Background: an optimization exercise with open tools, aiming at small area, a short achievable clock period and few clock cycles. Do not read the settings as production practice. Power figures rest on the tool's default switching activity, not on a simulated workload.

cedar:
==> flow/design.v <==
module rc_frame_drive_command (
    input  logic        clk,
    input  logic        rst_n,
    input  logic        rx_valid,
    output logic        rx_ready,
    input  logic [7:0]  rx_byte,
    input  logic        rx_buffer_end,
    input  logic        rx_quick_stop_enabled,
    output logic        cmd_valid,
    input  logic        cmd_ready,
    output logic        cmd_frame_valid,
    output logic signed [9:0] cmd_linear_velocity,
    output logic signed [9:0] cmd_angular_velocity,
    output logic        cmd_manual_mode,
    output logic        cmd_startup_set,
    output logic [2:0]  cmd_startup_value,
    output logic [1:0]  cmd_stop_code,
    input  logic        cfg_we,
    input  logic [7:0]  cfg_wdata
);
    localparam logic [1:0] C4_DOWN = 2'd1;
    localparam logic [1:0] C4_UP   = 2'd2;
    localparam logic [1:0] C4_MID  = 2'd3;
    localparam logic [1:0] S11_MID  = 2'd0;
    localparam logic [1:0] S11_UP   = 2'd1;
    localparam logic [1:0] S11_DOWN = 2'd2;
    logic [4:0] cnt;             
    logic       ok;              
    logic       rdy_n;           
    logic       cp, cp_qs;       
    logic       cp2;             
    logic       cv;
    logic       sel_s;           
    logic       op_init, op_corr, op_any;  
    logic [10:0] wt, ws;         
    logic [8:0]  rem;
    logic        f_ge, f_le;     
    logic [1:0]  c4p;
    logic        sw9p;
    logic [1:0]  s11p;
    logic [7:0]  thr;
    logic [8:0]  ht, hs;         
    logic [1:0]  c4h;
    logic        sw9h;
    logic        sset_n;         
    logic [2:0]  sval_x;         
    logic [9:0]  lin, ang;
    logic        fv_o;
    logic [1:0]  stop_o;
    logic fire, fire_end, c1;
    assign fire     = rx_valid & ~rdy_n;
    assign fire_end = fire & rx_buffer_end;
    assign c1       = cp & ~cp2 & ~cv;
    logic cp_n, cp2_n, cv_n;
    always_comb begin
        cp_n  = fire_end | (cp & ~c1);
        cp2_n = c1;
        cv_n  = cp2 | (cv & ~cmd_ready);
    end
    always_ff @(posedge clk or negedge rst_n) begin
        if (!rst_n) begin
            cnt <= '0;
            cp  <= 1'b0;
            cp2 <= 1'b0;
            cv  <= 1'b0;
            rdy_n <= 1'b0;
        end else begin
            if (fire)
                cnt <= rx_buffer_end ? 5'd0 : (cnt == 5'd25) ? cnt : cnt + 5'd1;
            cp  <= cp_n;
            cp2 <= cp2_n;
            cv  <= cv_n;
            rdy_n <= cp_n & (cp2_n | cv_n);
        end
    end
    always_ff @(posedge clk) begin
        if (fire) begin
            if (rx_buffer_end && cnt < 5'd24)
                ok <= 1'b0;
            else if (cnt == 5'd0)
                ok <= (rx_byte == 8'h0f);
            else if (cnt == 5'd24)
                ok <= ok & (rx_byte == 8'h00);
            sel_s   <= cnt >= 5'd13;
            op_init <= !rx_buffer_end && (cnt == 5'd3 || cnt == 5'd13);
            op_corr <= !rx_buffer_end && (cnt == 5'd12 || cnt == 5'd22);
            op_any  <= !rx_buffer_end && cnt >= 5'd3 && cnt <= 5'd22;
        end
        if (fire_end)
            cp_qs <= rx_quick_stop_enabled;
    end
    always_ff @(posedge clk) begin
        if (fire) begin
            case (cnt)
                5'd6: begin    
                    f_ge <= rx_byte[7:4] >= 4'd14;
                    f_le <= rx_byte[7:4] <= 4'd2;
                end
                5'd13: begin   
                    f_ge <= rx_byte[7:3] >= 5'd30;
                    f_le <= rx_byte[7:3] <= 5'd18;
                end
                5'd16: begin   
                    f_ge <= rx_byte[7:1] >= 7'd30;
                    f_le <= rx_byte[7:1] <= 7'd50;
                end
                default: ;
            endcase
            if (cnt == 5'd7) begin    
                if (rx_byte[6:0] > 7'd105 || (rx_byte[6:0] == 7'd105 && f_ge))
                    c4p <= C4_UP;
                else if (rx_byte[6:0] < 7'd19 || (rx_byte[6:0] == 7'd19 && f_le))
                    c4p <= C4_DOWN;
                else
                    c4p <= C4_MID;
            end
            if (cnt == 5'd14)         
                sw9p <= rx_byte[5:0] < 6'd9 || (rx_byte[5:0] == 6'd9 && f_le);
            if (cnt == 5'd17) begin   
                if (rx_byte[3:0] > 4'd13 || (rx_byte[3:0] == 4'd13 && f_ge))
                    s11p <= S11_DOWN;
                else if (rx_byte[3:0] < 4'd2 || (rx_byte[3:0] == 4'd2 && f_le))
                    s11p <= S11_UP;
                else
                    s11p <= S11_MID;
            end
        end
    end
    logic        d_init, d_step, d_corr, d_op;
    logic [10:0] wsrc, wnew;
    logic        neg;
    logic [8:0]  th1, th2, k0, k1, k2, kk;
    logic [8:0]  ax, sum, yinc;
    logic        ge1, ge2;
    logic [8:0]  rem_n, rem_i;
    always_comb begin
        d_init = op_init;
        d_corr = op_corr;
        d_op   = op_any;
        d_step = op_any & ~op_init & ~op_corr;
        wsrc   = sel_s ? ws : wt;
        neg   = sel_s ? (wsrc >= 11'd938) : (wsrc >= 11'd1001);
        rem_i = (wsrc[10:8] == 3'd7) ? 9'd3 : 9'(wsrc[10:8] * 6'd50);
        case ({d_corr, d_corr & sel_s, wsrc[10]})
            3'b000:  begin th1 = 9'd174; th2 = 9'd347; k0 = 9'd0;  k1 = 9'(-347); k2 = 9'(-694); end
            3'b001:  begin th1 = 9'd149; th2 = 9'd322; k0 = 9'd50; k1 = 9'(-297); k2 = 9'(-644); end
            3'b100:  begin th1 = 9'd0;   th2 = 9'd33;  k0 = 9'd0;  k1 = 9'd145;    k2 = 9'd144;    end
            3'b101:  begin th1 = 9'd0;   th2 = 9'd32;  k0 = 9'd0;  k1 = 9'd146;    k2 = 9'd145;    end
            3'b110:  begin th1 = 9'd0;   th2 = 9'd33;  k0 = 9'd0;  k1 = 9'd136;    k2 = 9'd135;    end
            default: begin th1 = 9'd0;   th2 = 9'd32;  k0 = 9'd0;  k1 = 9'd137;    k2 = 9'd136;    end
        endcase
        ge1 = rem >= th1;
        ge2 = rem >= th2;
        kk  = ge2 ? k2 : ge1 ? k1 : k0;
        ax  = d_corr ? ~wsrc[8:0] : {rem[7:0], 1'b0};
        sum = ax + kk;
        rem_n = sum;
        yinc = wsrc[8:0] + {8'd0, ge2};
        if (d_init)
            wnew = {wsrc[7:0], neg, 1'b0, (wsrc[10:8] == 3'd7)};
        else
            wnew = d_corr ? {wsrc[9], sum, 1'b0} : {wsrc[9], yinc, ge1 & ~ge2};
    end
    always_ff @(posedge clk) begin
        if (fire) begin
            if (cnt == 5'd2)
                wt[4:0] <= rx_byte[7:3];
            if (cnt == 5'd3)
                wt[10:5] <= rx_byte[5:0];
            if (cnt == 5'd5)
                ws[6:0] <= rx_byte[7:1];
            if (cnt == 5'd6)
                ws[10:7] <= rx_byte[3:0];
            if (d_op) begin
                if (sel_s)
                    ws <= wnew;
                else
                    wt <= wnew;
            end
            if (d_init) begin
                rem <= rem_i;
            end else if (d_step)
                rem <= rem_n;
        end
    end
    logic [1:0] c4_new;
    logic [8:0] thrm;
    logic [7:0] at, as;
    logic       get, ges;
    always_comb begin
        c4_new = ok ? c4p : c4h;
        thrm = {1'b0, thr} - 9'd1;
        at   = ht[7:0] ^ {8{ht[8]}};
        as   = hs[7:0] ^ {8{hs[8]}};
        get  = ($signed({2'b00, at}) + $signed({~thrm[8], ~thrm}) + $signed({9'd0, ht[8]})) >= 0;
        ges  = ($signed({2'b00, as}) + $signed({~thrm[8], ~thrm}) + $signed({9'd0, hs[8]})) >= 0;
    end
    always_ff @(posedge clk or negedge rst_n) begin
        if (!rst_n) begin
            thr  <= 8'd10;
            c4h  <= C4_MID;
            sw9h <= 1'b0;
            sset_n <= 1'b0;
            sval_x <= 3'd0;
            lin  <= '0;
            ang  <= '0;
        end else begin
            if (cfg_we)
                thr <= cfg_wdata;
            if (c1 && ok) begin
                c4h  <= c4p;
                sw9h <= sw9p;
                case (s11p)
                    S11_MID:  begin sset_n <= 1'b0; sval_x <= 3'd0; end   
                    S11_DOWN: begin sset_n <= 1'b0; sval_x <= 3'd3; end   
                    default: begin
                        sset_n <= sval_x[2];
                        sval_x <= {1'b1, 1'b0, sval_x[2]};
                    end
                endcase
            end
            if (cp2 && sw9h) begin
                lin <= get ? {ht[8], ht} + {ht, 1'b0} : '0;
                ang <= ges ? {hs, 1'b0} : '0;
            end
        end
    end
    always_ff @(posedge clk) begin
        if (c1 && ok) begin
            ht <= wt[9:1];
            hs <= ws[9:1];
        end
    end
    always_ff @(posedge clk) begin
        if (c1) begin
            fv_o   <= ok;
            stop_o <= cp_qs ? c4_new : 2'd0;
        end
    end
    assign rx_ready             = ~rdy_n;
    assign cmd_valid            = cv;
    assign cmd_frame_valid      = fv_o;
    assign cmd_linear_velocity  = lin;
    assign cmd_angular_velocity = ang;
    assign cmd_manual_mode      = sw9h;
    assign cmd_startup_set      = ~sset_n;
    assign cmd_startup_value    = {~sval_x[2], sval_x[1], ~sval_x[0]};
    assign cmd_stop_code        = stop_o;
endmodule
==> flow/config.mk <==
export PLATFORM = sky130hd
export DESIGN_NAME = rc_frame_drive_command
export DESIGN_NICKNAME = rc_frame_drive_command
export VERILOG_FILES = /design/flow/design.v
export SDC_FILE = /design/flow/constraint.sdc
export NUM_CORES = 4
export LEC_CHECK = 0
export ABC_AREA = 1
export CAP_MARGIN = 20
export CORE_MARGIN = 2
export CORE_UTILIZATION = 40
export SLEW_MARGIN = 20
==> flow/constraint.sdc <==
create_clock -name core_clock -period 13.0 [get_ports {clk}]
set_input_delay 2.6000 -clock core_clock [delete_from_list [all_inputs] [get_ports {clk}]]
set_output_delay 2.6000 -clock core_clock [all_outputs]
set_load 0.01 [all_outputs]
standard.sh (not shown) runs the stock make flow with config.mk's settings and CLKGATE_MAP_FILE= SYNTH_SCRIPT=/design/flow/synth_recipe.tcl, a recipe that flattens the netlist after the stock synthesis.
==> flow/flow/run.sh <==
#!/bin/bash
# Standard synthesis and layout; ports are buffered with buf_2 cells and the
# layout's timing repair aims for extra setup slack (the clock period and
# constraints are unchanged).
set -euo pipefail
bash standard.sh synth > synth.log 2>&1
bash standard.sh "BUFFER_PORTS_ARGS=-buffer_cell sky130_fd_sc_hd__buf_2" SETUP_SLACK_MARGIN=9.3 finish > layout.log 2>&1
diff inputs: cedar => birch
diff --git a/flow/design.v b/flow/design.v
--- a/flow/design.v
+++ b/flow/design.v
@@ -130,8 +130,9 @@
     logic [10:0] wsrc, wnew;
     logic        neg;
     logic [8:0]  th1, th2, k0, k1, k2, kk;
-    logic [8:0]  ax, sum, yinc;
-    logic        ge1, ge2;
+    logic [8:0]  xin, kq, base, binc, yinc;
+    logic [7:0]  aconst;
+    logic        ge1, ge2, ci;
     logic [8:0]  rem_n, rem_i;
     always_comb begin
         d_init = op_init;
@@ -141,25 +142,27 @@
         wsrc   = sel_s ? ws : wt;
         neg   = sel_s ? (wsrc >= 11'd938) : (wsrc >= 11'd1001);
         rem_i = (wsrc[10:8] == 3'd7) ? 9'd3 : 9'(wsrc[10:8] * 6'd50);
-        case ({d_corr, d_corr & sel_s, wsrc[10]})
-            3'b000:  begin th1 = 9'd174; th2 = 9'd347; k0 = 9'd0;  k1 = 9'(-347); k2 = 9'(-694); end
-            3'b001:  begin th1 = 9'd149; th2 = 9'd322; k0 = 9'd50; k1 = 9'(-297); k2 = 9'(-644); end
-            3'b100:  begin th1 = 9'd0;   th2 = 9'd33;  k0 = 9'd0;  k1 = 9'd145;    k2 = 9'd144;    end
-            3'b101:  begin th1 = 9'd0;   th2 = 9'd32;  k0 = 9'd0;  k1 = 9'd146;    k2 = 9'd145;    end
-            3'b110:  begin th1 = 9'd0;   th2 = 9'd33;  k0 = 9'd0;  k1 = 9'd136;    k2 = 9'd135;    end
-            default: begin th1 = 9'd0;   th2 = 9'd32;  k0 = 9'd0;  k1 = 9'd137;    k2 = 9'd136;    end
+        case ({d_corr, wsrc[10]})
+            2'b00:   begin th1 = 9'd174; th2 = 9'd347; k0 = 9'd0;  k1 = 9'(-347); k2 = 9'(-694); end
+            2'b01:   begin th1 = 9'd149; th2 = 9'd322; k0 = 9'd50; k1 = 9'(-297); k2 = 9'(-644); end
+            2'b10:   begin th1 = 9'd0;   th2 = 9'd33;  k0 = 9'd0;  k1 = 9'd0;      k2 = 9'd0;      end
+            default: begin th1 = 9'd0;   th2 = 9'd32;  k0 = 9'd0;  k1 = 9'd0;      k2 = 9'd0;      end
         endcase
         ge1 = rem >= th1;
         ge2 = rem >= th2;
         kk  = ge2 ? k2 : ge1 ? k1 : k0;
-        ax  = d_corr ? ~wsrc[8:0] : {rem[7:0], 1'b0};
-        sum = ax + kk;
-        rem_n = sum;
-        yinc = wsrc[8:0] + {8'd0, ge2};
+        rem_n = {rem[7:0], 1'b0} + kk;
+        aconst = (sel_s ? 8'd135 : 8'd144) + {7'd0, wsrc[10]};
+        xin  = wsrc[8:0] ^ {9{d_corr}};
+        kq   = d_corr ? {1'b0, aconst} : 9'd0;
+        ci   = ge2 ^ d_corr;
+        base = xin + kq;
+        binc = base + 9'd1;
+        yinc = ci ? binc : base;
         if (d_init)
             wnew = {wsrc[7:0], neg, 1'b0, (wsrc[10:8] == 3'd7)};
         else
-            wnew = d_corr ? {wsrc[9], sum, 1'b0} : {wsrc[9], yinc, ge1 & ~ge2};
+            wnew = {wsrc[9], yinc, ge1 & ~ge2 & ~d_corr};
     end
     always_ff @(posedge clk) begin
         if (fire) begin
@@ -198,6 +201,8 @@
     always_ff @(posedge clk or negedge rst_n) begin
         if (!rst_n) begin
             thr  <= 8'd10;
+            ht   <= '0;
+            hs   <= '0;
             c4h  <= C4_MID;
             sw9h <= 1'b0;
             sset_n <= 1'b0;
@@ -208,6 +213,8 @@
             if (cfg_we)
                 thr <= cfg_wdata;
             if (c1 && ok) begin
+                ht   <= wt[9:1];
+                hs   <= ws[9:1];
                 c4h  <= c4p;
                 sw9h <= sw9p;
                 case (s11p)
@@ -226,12 +233,6 @@
         end
     end
     always_ff @(posedge clk) begin
-        if (c1 && ok) begin
-            ht <= wt[9:1];
-            hs <= ws[9:1];
-        end
-    end
-    always_ff @(posedge clk) begin
         if (c1) begin
             fv_o   <= ok;
             stop_o <= cp_qs ? c4_new : 2'd0;
[summary]
| combinational power | birch vs cedar | ≈ equal |. Clock buffer instance count of the final layout ended up 2 higher on birch than on cedar. From cedar to birch the numbers moved as follows: part of the power in combinational logic went down 0.8 points; final instance area went down 0.38%; minimum setup slack in the final design has increased. ws[3] as the capturing instance or port of the critical path was reported by birch, and ws[4] by cedar.
Function was not checked in any run of this note: the RTL went through the layout flow alone.

## afterwards: timing with drivers on the ports
No port has a modelled driver above. Below, the same layouts with a new extraction and two added sets of constraints.
Step 1: set_driving_cell puts a clkbuf_16 on clk and a buf_2 on each other input, an assumption about the parent block.
Step 2 moves the port delays by t, midway between the first and last clock arrival at a register: inputs arrive t later, outputs are due t later. That takes back most of the time a late clock gives input paths.
Three values: ideal ports, drivers, drivers and shift; two values: the first two.
run	t, ns	slack for setup (ns)	worst register clock-pin slew, ns
cedar	0.398	8.973 / 8.973 / 8.912	0.08 / 0.08
birch	0.390	9.362 / 9.388 / 8.998	0.08 / 0.08
After both steps setup and hold are still met in every run listed. The setup slack of birch, which loses most, moves by +0.026 ns with the drivers and by -0.364 ns with both steps.
